This design comes from an exercise in tuning for small area, a short achievable clock period and few clock cycles on the open sky130 flow, not from production work.
The RTL was checked by simulation tests, not by an equivalence proof against the original design.
No activity file was given, so power comes from the tool's default toggle rates.

--- flow/config.mk ---
export PLATFORM = sky130hd
export DESIGN_NAME = instruction_hazard_detector_top
export DESIGN_NICKNAME = instruction_hazard_detector_top
export VERILOG_FILES = /design/flow/design.v
export SDC_FILE = /design/flow/constraint.sdc
export NUM_CORES = 4
export LEC_CHECK = 0
export ABC_CLOCK_PERIOD_IN_PS = 2000
export CAP_MARGIN = 20
export CORE_MARGIN = 2
export CORE_UTILIZATION = 60
export CTS_CLUSTER_DIAMETER = 100
export CTS_CLUSTER_SIZE = 25
export SETUP_SLACK_MARGIN = 2.5
export SLEW_MARGIN = 20
export TNS_END_PERCENT = 0
--- flow/constraint.sdc ---
create_clock -name core_clock -period 4.5 [get_ports {clock}]
set_input_delay 0.9000 -clock core_clock [delete_from_list [all_inputs] [get_ports {clock}]]
set_output_delay 0.9000 -clock core_clock [all_outputs]
set_load 0.01 [all_outputs]
--- flow/design.v ---
`timescale 1ns / 1ps
`default_nettype none
package hdc_pkg;
   localparam int WINDOW_DEPTH = 16;
   localparam int IDX_W        = $clog2(WINDOW_DEPTH);
   localparam int COUNT_W      = $clog2(WINDOW_DEPTH + 1);
   localparam int REG_W  = 5;
   localparam int KIND_W = 3;
   localparam int OIDX_W = 4;
   localparam logic [KIND_W-1:0] KIND_RAW  = 3'd0;
   localparam logic [KIND_W-1:0] KIND_WAR  = 3'd1;
   localparam logic [KIND_W-1:0] KIND_WAW  = 3'd2;
   localparam logic [KIND_W-1:0] KIND_NONE = 3'd3;
   localparam logic [KIND_W-1:0] KIND_FULL = 3'd4;
   localparam int HIT_RAW = 0;
   localparam int HIT_WAR = 1;
   localparam int HIT_WAW = 2;
endpackage
`default_nettype wire
`timescale 1ns / 1ps
`default_nettype none
module hdc_cell (
   input  wire logic                      clock,
   input  wire logic                      wr_en,
   input  wire logic                      live,
   input  wire logic [hdc_pkg::REG_W-1:0] c_dst,
   input  wire logic                      c_dok,
   input  wire logic [hdc_pkg::REG_W-1:0] c_sa,
   input  wire logic                      c_aok,
   input  wire logic [hdc_pkg::REG_W-1:0] c_sb,
   input  wire logic                      c_bok,
   output logic [hdc_pkg::REG_W-1:0]      dst,
   output logic [2:0]                     hit
);
   logic [hdc_pkg::REG_W-1:0] e_dst, e_sa, e_sb;
   logic                      e_dok, e_aok, e_bok;
   always_ff @(posedge clock) begin
      if (wr_en) begin
         e_dst <= c_dst;
         e_dok <= c_dok;
         e_sa  <= c_sa;
         e_aok <= c_aok;
         e_sb  <= c_sb;
         e_bok <= c_bok;
      end
   end
   assign hit[hdc_pkg::HIT_RAW] = live && e_dok &&
                                  ((c_aok && e_dst == c_sa) || (c_bok && e_dst == c_sb));
   assign hit[hdc_pkg::HIT_WAR] = live && c_dok &&
                                  ((e_aok && e_sa == c_dst) || (e_bok && e_sb == c_dst));
   assign hit[hdc_pkg::HIT_WAW] = live && e_dok && c_dok && e_dst == c_dst;
   assign dst = e_dst;
endmodule
`default_nettype wire
`timescale 1ns / 1ps
`default_nettype none
module instruction_hazard_detector_top (
   input  wire logic                       clock,
   input  wire logic                       reset,
   input  wire logic                       req_valid,
   output logic                            req_stall,
   input  wire logic                       req_start_program,
   input  wire logic [hdc_pkg::REG_W-1:0]  req_dest_reg,
   input  wire logic                       req_dest_present,
   input  wire logic [hdc_pkg::REG_W-1:0]  req_src_a_reg,
   input  wire logic                       req_src_a_present,
   input  wire logic [hdc_pkg::REG_W-1:0]  req_src_b_reg,
   input  wire logic                       req_src_b_present,
   output logic                            rsp_valid,
   input  wire logic                       rsp_stall,
   output logic [hdc_pkg::KIND_W-1:0]      rsp_dep_kind,
   output logic [hdc_pkg::OIDX_W-1:0]      rsp_earlier_index,
   output logic [hdc_pkg::OIDX_W-1:0]      rsp_later_index,
   output logic [hdc_pkg::REG_W-1:0]       rsp_shared_reg,
   output logic                            rsp_last_result
);
   localparam int D  = hdc_pkg::WINDOW_DEPTH;
   localparam int C  = D - 1;
   localparam int N  = 3 * C;
   localparam int RW = hdc_pkg::KIND_W + 2 * hdc_pkg::OIDX_W + hdc_pkg::REG_W + 1;
   logic [hdc_pkg::COUNT_W-1:0] count_ff, count_in;
   logic                        qv_ff, qv_in;
   logic [N-1:0]                qhits_ff, qhits_in;
   logic                        qfull_ff, qfull_in;
   logic [hdc_pkg::REG_W-1:0]   qdst_ff, qdst_in;
   logic [hdc_pkg::IDX_W-1:0]   qlater_ff, qlater_in;
   logic [N-1:0]                pend_ff, pend_in;
   logic [C-1:0]                pany_ff, pany_in;      
   logic [C-1:0]                sel_ff, sel_in;        
   logic                        fullk_ff, fullk_in;    
   logic [hdc_pkg::REG_W-1:0]   cdst_ff, cdst_in;
   logic [hdc_pkg::IDX_W-1:0]   later_ff, later_in;
   logic                        busy_ff, busy_in;      
   logic                        single_ff, single_in;  
   logic                        ov_ff, ov_in;
   logic [hdc_pkg::REG_W-1:0]   dst0_ff, dst0_in, dst1_ff, dst1_in;
   logic                        hv_ff, hv_in;
   logic [RW-1:0]               head_ff, head_in, item;
   logic [hdc_pkg::COUNT_W-1:0] eff_count;
   logic [hdc_pkg::IDX_W-1:0]   pos;
   logic                        full, accept, hfree, move, qmove;
   logic                        hits_one, pend_two;
   logic [N-1:0]                hits, clr;
   logic [C-1:0]                qany, pany_mv, one_left, sel2;
   logic                        sel_done;
   logic [hdc_pkg::REG_W*C-1:0] dsts;
   logic [2:0]                  kind_sel;
   logic [hdc_pkg::IDX_W-1:0]   sel_idx;
   logic [hdc_pkg::REG_W-1:0]   sel_dst;
   logic [hdc_pkg::KIND_W-1:0]  it_kind;
   logic [hdc_pkg::OIDX_W-1:0]  it_early, it_late;
   logic [hdc_pkg::REG_W-1:0]   it_sh;
   logic                        it_last;
   function automatic logic [C-1:0] lowest(input logic [C-1:0] v);
      logic [C-1:0] r;
      for (int i = 0; i < C; i++) begin
         r[i] = v[i] && !(|(v & C'((1 << i) - 1)));
      end
      lowest = r;
   endfunction
   assign hfree     = !hv_ff || !rsp_stall;
   assign move      = busy_ff && hfree;
   assign qmove     = qv_ff && (!busy_ff || (single_ff && move));
   assign req_stall = qv_ff && !qmove;
   assign accept    = req_valid && !req_stall;
   assign eff_count = req_start_program ? '0 : count_ff;
   assign full      = eff_count == hdc_pkg::COUNT_W'(D);
   assign pos       = eff_count[hdc_pkg::IDX_W-1:0];
   logic [C-1:0] wr_en;
   always_comb begin
      for (int i = 0; i < C; i++) begin
         if (i == 0) begin
            wr_en[i] = req_start_program ? accept : (count_ff == '0);
         end else begin
            wr_en[i] = !req_start_program && count_ff == hdc_pkg::COUNT_W'(i);
         end
      end
   end
   for (genvar i = 0; i < C; i++) begin : g_cell
      hdc_cell u_cell (
         .clock (clock),
         .wr_en (wr_en[i]),
         .live  (hdc_pkg::COUNT_W'(i) < eff_count),
         .c_dst (req_dest_reg),
         .c_dok (req_dest_present),
         .c_sa  (req_src_a_reg),
         .c_aok (req_src_a_present),
         .c_sb  (req_src_b_reg),
         .c_bok (req_src_b_present),
         .dst   (dsts[hdc_pkg::REG_W*i +: hdc_pkg::REG_W]),
         .hit   (hits[3*i +: 3])
      );
   end
   always_comb begin
      logic [D-1:0] ha, hm, pa, pm, pt;
      ha = '0;
      hm = '0;
      pa = '0;
      pm = '0;
      pt = '0;
      for (int i = 0; i < C; i++) begin
         logic h0, h1, h2, p0, p1, p2;
         {h2, h1, h0} = qhits_ff[3*i +: 3];
         {p2, p1, p0} = pend_ff[3*i +: 3];
         ha[i] = h0 | h1 | h2;
         hm[i] = (h0 & h1) | (h0 & h2) | (h1 & h2);
         pa[i] = pany_ff[i];
         pm[i] = (p0 & p1) | (p0 & p2) | (p1 & p2);
         pt[i] = p0 & p1 & p2;
      end
      for (int l = 1; l <= 4; l++) begin
         for (int j = 0; j < (D >> l); j++) begin
            hm[j] = hm[2*j] | hm[2*j+1] | (ha[2*j] & ha[2*j+1]);
            ha[j] = ha[2*j] | ha[2*j+1];
            pt[j] = pt[2*j] | pt[2*j+1] | (pm[2*j] & pa[2*j+1]) | (pa[2*j] & pm[2*j+1]);
            pm[j] = pm[2*j] | pm[2*j+1] | (pa[2*j] & pa[2*j+1]);
            pa[j] = pa[2*j] | pa[2*j+1];
         end
      end
      hits_one = !hm[0];
      pend_two = !pt[0];
   end
   always_comb begin
      clr      = '0;
      kind_sel = '0;
      sel_idx  = '0;
      sel_dst  = '0;
      for (int i = 0; i < C; i++) begin
         logic [2:0] pk;
         pk[0] = pend_ff[3*i];
         pk[1] = pend_ff[3*i+1] && !pend_ff[3*i];
         pk[2] = !pend_ff[3*i+1] && !pend_ff[3*i];
         clr[3*i +: 3] = sel_ff[i] ? pk : 3'b000;
         kind_sel = kind_sel | clr[3*i +: 3];
         sel_idx  = sel_idx | (sel_ff[i] ? hdc_pkg::IDX_W'(i) : '0);
         if (i == 0) begin
            sel_dst = sel_dst | (sel_ff[i] ? (ov_ff ? dst0_ff : dsts[0 +: hdc_pkg::REG_W]) : '0);
         end else if (i == 1) begin
            sel_dst = sel_dst | (sel_ff[i] ? (ov_ff ? dst1_ff : dsts[hdc_pkg::REG_W +: hdc_pkg::REG_W]) : '0);
         end else begin
            sel_dst = sel_dst | (sel_ff[i] ? dsts[hdc_pkg::REG_W*i +: hdc_pkg::REG_W] : '0);
         end
         one_left[i] = (pend_ff[3*i] && (pend_ff[3*i+1] || pend_ff[3*i+2])) ||
                       (pend_ff[3*i+1] && pend_ff[3*i+2]);
         qany[i] = |qhits_ff[3*i +: 3];
      end
      pany_mv  = pany_ff & ~(sel_ff & ~one_left);
      sel_done = |(sel_ff & ~one_left);
      sel2     = lowest(pany_ff & ~sel_ff);
   end
   always_comb begin
      if (busy_ff && !(|pany_ff)) begin
         it_kind  = fullk_ff ? hdc_pkg::KIND_FULL : hdc_pkg::KIND_NONE;
         it_early = '0;
         it_late  = fullk_ff ? '0 : later_ff;
         it_sh    = '0;
         it_last  = 1'b1;
      end else begin
         it_early = sel_idx;
         it_late  = later_ff;
         it_last  = single_ff;
         if (kind_sel[hdc_pkg::HIT_RAW]) begin
            it_kind = hdc_pkg::KIND_RAW;
            it_sh   = sel_dst;
         end else if (kind_sel[hdc_pkg::HIT_WAR]) begin
            it_kind = hdc_pkg::KIND_WAR;
            it_sh   = cdst_ff;
         end else begin
            it_kind = hdc_pkg::KIND_WAW;
            it_sh   = cdst_ff;
         end
      end
      item = {it_kind, it_early, it_late, it_sh, it_last};
   end
   always_comb begin
      count_in  = count_ff;
      qv_in     = qv_ff && !qmove;
      qhits_in  = qhits_ff;
      qfull_in  = qfull_ff;
      qdst_in   = qdst_ff;
      qlater_in = qlater_ff;
      pend_in   = pend_ff;
      pany_in   = pany_ff;
      sel_in    = sel_ff;
      ov_in     = ov_ff && !qmove;
      dst0_in   = dst0_ff;
      dst1_in   = dst1_ff;
      fullk_in  = fullk_ff;
      cdst_in   = cdst_ff;
      later_in  = later_ff;
      busy_in   = busy_ff;
      single_in = single_ff;
      if (move) begin
         pend_in   = pend_ff & ~clr;
         pany_in   = pany_mv;
         sel_in    = sel_done ? sel2 : sel_ff;
         busy_in   = !single_ff;
         single_in = pend_two;
      end
      if (qmove) begin
         pend_in   = qhits_ff;
         pany_in   = qany;
         sel_in    = lowest(qany);
         busy_in   = 1'b1;
         single_in = hits_one;
         fullk_in  = qfull_ff;
         cdst_in   = qdst_ff;
         later_in  = qlater_ff;
      end
      if (!req_stall) begin
         qv_in     = req_valid;
         qhits_in  = full ? '0 : hits;
         qfull_in  = full;
         qdst_in   = req_dest_reg;
         qlater_in = pos;
      end
      if (accept) begin
         count_in  = full ? eff_count : eff_count + hdc_pkg::COUNT_W'(1);
         if (!full && pos == '0) begin
            ov_in   = 1'b1;
            dst0_in = dsts[0 +: hdc_pkg::REG_W];
            dst1_in = dsts[hdc_pkg::REG_W +: hdc_pkg::REG_W];
         end
      end
      hv_in   = hfree ? move : hv_ff;
      head_in = hfree ? item : head_ff;
   end
   always_ff @(posedge clock) begin
      if (reset) begin
         count_ff  <= '0;
         qv_ff     <= 1'b0;
         pend_ff   <= '0;
         pany_ff   <= '0;
         busy_ff   <= 1'b0;
         single_ff <= 1'b1;
         hv_ff     <= 1'b0;
      end else begin
         count_ff  <= count_in;
         qv_ff     <= qv_in;
         pend_ff   <= pend_in;
         pany_ff   <= pany_in;
         busy_ff   <= busy_in;
         single_ff <= single_in;
         hv_ff     <= hv_in;
      end
      qhits_ff  <= qhits_in;
      qfull_ff  <= qfull_in;
      qdst_ff   <= qdst_in;
      qlater_ff <= qlater_in;
      sel_ff    <= sel_in;
      fullk_ff  <= fullk_in;
      cdst_ff   <= cdst_in;
      later_ff  <= later_in;
      ov_ff     <= ov_in;
      dst0_ff   <= dst0_in;
      dst1_ff   <= dst1_in;
      head_ff   <= head_in;
   end
   assign rsp_valid = hv_ff;
   assign {rsp_dep_kind, rsp_earlier_index, rsp_later_index, rsp_shared_reg, rsp_last_result} = head_ff;
endmodule
`default_nettype wire
--- flow/flow/run.sh ---
#!/bin/bash
# The standard layout, with the resizer free to change a cell's footprint when it
# repairs timing (the platform's default keeps each cell's footprint).
set -euo pipefail
bash standard.sh MATCH_CELL_FOOTPRINT=0 finish > make_finish.log 2>&1
--- flow/standard.sh ---
#!/bin/bash
# synth_recipe.tcl (not shown) runs the flow's synth.tcl, then flattens the netlist and writes it again
# the make line also repeats each setting of config.mk as NAME=value (left out here)
make -C /OpenROAD-flow-scripts/flow DESIGN_CONFIG=/design/flow/config.mk WORK_HOME=/design/flow/orfs CLKGATE_MAP_FILE= SYNTH_SCRIPT=/design/flow/synth_recipe.tcl "${@:-finish}"
==> run_results.csv <==
group,metric,value,unit
synthesis,yosys_warnings,2,
layout,final_cells,2331,
synthesis,synth_top_area_share,0.5239,
layout,finalNetCount,1888,
synthesis,netlist_instances,1822,
die,rows,69,
setup_path,startpoint,"single_ff",
die,die_width,193.8,um
hold_path,hp-class,"flip-flop to flip-flop",
power,leakage,8.053,nW
clock_network,postCtsHoldBufs,0,
placed_design,place_hpwl,43860,um
synthesis,synth.area.top_cells,"edfxtp_1 (52%), xor2_1 (12%), dfxtp_1 (6.5%)",
sta,rsz0062_at_grt,"true",
layout,synthToLayoutAreaGrowth,9.485,%
route,dr.pass1.iters,8,
setup_path,r2r-start,"single_ff",
die,core_area,35480,um2
layout,diodes,0,
synthesis,yosys_register_bits,447,
synthesis,syn_nets,1847,
global_route,grt_pass1_wl,95340,um
power,p_per_area,310.4,nW/um2
route,viasPerCell,6.654,
route,drt_iter0_markers,1743,
clock_network,tritoncts,"done",
synthesis,async_flop_share,0,
sta,finClkSkew,25.94,ps
setup_path,cp_max_fo,3,
sta,drv_slew,0,
synthesis,post_synth_num_cell_types,69,
global_route,grt_max_degree,70,
die,dieHeight,193.8,um
setup_path,worst-setup-path-type,"flip-flop to flip-flop",
synthesis,synth_seq_area_share,0.5888,
global_route,antenna_found_initial,1,
global_route,grt.overflow.total,0,
placed_design,gp_congestion,0.9681,
run,drv_cap,0,
clock_network,clkLatencyLatePin,560,ps
sta,setup_ws,2056,ps
clock_network,clkTransAtPathRegs,110,ps
clock_network,cts-buffers-inserted,21,
global_route,gr-usage-all-layers,0.3389,
setup_path,reg2reg_slack,2060,ps
layout,post-route-util,0.6667,
synthesis,synth_edf_count,377,
sta,setup_viol,0,
sta,period_needed,2444,ps
route,drc_errors,0,
layout,design_area,23660,um2
synthesis,avgSynthCellArea,11.86,um2
die,initial_core_util,0.6089,
setup_path,crit-reg2reg-capture,"sel_ff[13]",
layout,fill_cells,2717,
clock_network,ctsHtreeMaxLevel,1,
route,vias,15510,
clock_network,cts-root-buf,"clkbuf_16",
sta,fin_tns_setup,0,ps
placed_design,place_inst,2271,
setup_path,r2r_cells,9,
global_route,grt_pass1_vias,14871,
die,ios,42,
outcome,run_status,"complete, no violations",
sta,fmax,409.1,MHz
route,drt_wl_total,64770,um
synthesis,synth_top_flop_cell,"edfxtp_1",
placed_design,placed_area,22560,um2
power,ir_drop,0.4712,mV
sta,fin_crit_sh,0.5431,
synthesis,yosysTopAreaCell,"edfxtp_1",
layout,drive_gt1_frac,0.1027,
setup_path,start_kind,"flip-flop",
sta,hold_viol,0,
die,dieArea,37540,um2
route,drt.antenna.violating_nets,0,
setup_path,crit_required,4870,ps
placed_design,portBuffers,41,
sta,worstMarginPinSlew,1056,ps
route,wl_per_cell,27.79,um
clock_network,clockBufferDepth,3,
placed_design,place_ws,592.6,ps
setup_path,end_kind,"flip-flop",
sta,relSlewSlack,0.2936,
setup_path,worstPathArrival,2820,ps
setup_path,worstSetupEndpoint,"sel_ff[13]",
clock_network,cts.sinks,447,
synthesis,syn_area,21610,um2
## cells by family (layout without fill, tap and decap cells)
logic type,after synthesis,after routing,synth area share
AO/OA/AOI/OAI,318,318,0.09833
XOR/XNOR,376,376,0.1524
adder cells (fa/ha/maj),21,21,0.01042
buffers and inverters,135,183,0.02449
flip-flops,447,447,0.5888
multiplexers,10,10,0.004633
AND/OR/NAND/NOR,515,515,0.1209
## synth_stat cells, drive strengths merged, types with 2 or more instances
cell type	number
o21ai	29
o211ai	39
or4	2
xnor2	87
nand2	128
nor2b	6
nor3	39
a2111oi	2
or3	10
a222oi	8
a31oi	12
o2111ai	2
a211o	5
edfxtp	377
clkbuf	82
o21a	4
buf	21
o211a	5
xor2	289
a21oi	100
nor4	86
nand4	26
and3	14
nand3b	2
nand2b	24
o22ai	26
o22a	2
o32ai	6
mux2i	10
or2	5
a211oi	5
a221oi	9
a22oi	29
o31ai	5
inv	31
maj3	19
a2bb2oi	2
o311ai	16
a22o	6
dfxtp	70
nor2	56
ha	2
and2	5
nand3	108
## per-stage QoR
stage	hold slack [ps]	power, mW
2_1_floorplan	400.3	5.024
3_3_place_gp	402.1	5.266
3_5_place_dp	405.2	5.277
4_1_cts	424.9	7.343
5_1_grt	435.3	7.534
6_report	423.7	7.343
## worst min path at each step
stage                          start         end  slack [ps]  depth (start not counted)
after floorplan           qdst_ff[0]  cdst_ff[0]         400                          0
after global placement    qdst_ff[1]  cdst_ff[1]         400                          0
after detailed placement  qdst_ff[0]  cdst_ff[0]         410                          0
after CTS                 qdst_ff[1]  cdst_ff[1]         420                          0
after global routing      qdst_ff[1]  cdst_ff[1]         440                          0
final                     qdst_ff[1]  cdst_ff[1]         420                          0
## critical path: stages, from the launching register on
cell and delay (ps):
dfxtp_4 370, a21boi_4 140, buf_4 150, o21ai_4 230, inv_4 120, a2111oi_4 500
nand3_2 190, nor3b_4 280, nand3_1 150, o32ai_1 150
## layer usage
metal / up-vias / wire [um] / track usage
li1: 6839 / - / -
met1: 7627 / 25210 / 0.4540
met2: 833 / 30450 / 0.5512
met3: 209 / 5571 / 0.05166
met4: 2 / 3528 / 0.1530
met5: - / 13 / 0
## layout make-up
cell class | count | area, um2 | share of cell area
inverters | 32 | 126.4 | 0.005342
multi-input cells | 1240 | 8616 | 0.3642
clock buffers | 28 | 551.8 | 0.02332
clock inverters | 2 | 12.51 | 0.0005289
well taps | 461 | 576.8 | 0.02438
repair buffers | 121 | 1030 | 0.04353
flip-flops and latches | 447 | 12740 | 0.5387
## power by group
part	internal [mW]	switching (mW)
logic	0.214	0.404
clock network	0.870	1.25
registers	4.54	0.0686
total	5.62	1.72
## sequential cells by signal (all words and copies together), names as in the netlist, 15 cells and up
register	count
g_cell.u_cell.e_aok	15
g_cell.u_cell.e_bok	15
g_cell.u_cell.e_dok	15
g_cell.u_cell.e_dst	75
g_cell.u_cell.e_sa	75
g_cell.u_cell.e_sb	75
head_ff	17
pany_ff	15
pend_ff	45
qhits_ff	45
sel_ff	15
## what timing repair did
item	in CTS	in global routing
setup buffers	12	16
setup endpoints to repair	537	245
gates resized for setup	66	14
pin swaps	10	12
cloned	0	2
## cells in the final DEF (no fill, tap or decap), types with 6 or more instances in the layout
cell type / count
nand3_1: 107
a22o_1: 6
buf_2: 11
a22oi_1: 29
dfxtp_2: 11
clkdlybuf4s50_1: 22
xnor2_1: 87
o311ai_0: 16
or3_1: 8
edfxtp_1: 377
nor3_1: 24
and3_1: 13
mux2i_1: 10
nor3_4: 6
xor2_1: 289
nand4_1: 26
clkbuf_16: 23
maj3_2: 10
a221oi_1: 8
nor3_2: 9
maj3_1: 8
o211ai_1: 39
a31oi_1: 12
o21ai_0: 27
nor4_1: 82
inv_1: 27
a222oi_1: 8
nand2_1: 127
nand2b_1: 24
a21oi_1: 100
buf_4: 79
o22ai_1: 26
dfxtp_1: 57
nor2_1: 54
clkbuf_1: 7
Testbench counts, summed over its fixed seeds: cycles 6,815.

## separate check: timing with driven ports
No port has a modelled driver above. Below, the same layout with a new extraction and two added sets of constraints.
Step 1 sets driving cells, clkbuf_16 on the clock port and buf_2 on the other inputs (assumed; they add their load-dependent delay and slew).
Step 2 times the ports against the registers' clock, not the clock port: input delays grow and output delays shrink by t, the midpoint of the rising clock arrivals with the driver on.
a / b / c = no drivers / after step 1 / after step 2; a / b = the first two.
t, ns: 0.603
setup slack, ns: 2.056 / 2.038 / 1.485
cell pins on the clock port's net: 1
After both steps setup and hold are still met in this run. For this run, drivers alone change the setup slack by -0.018 ns; drivers and shift together by -0.571 ns.
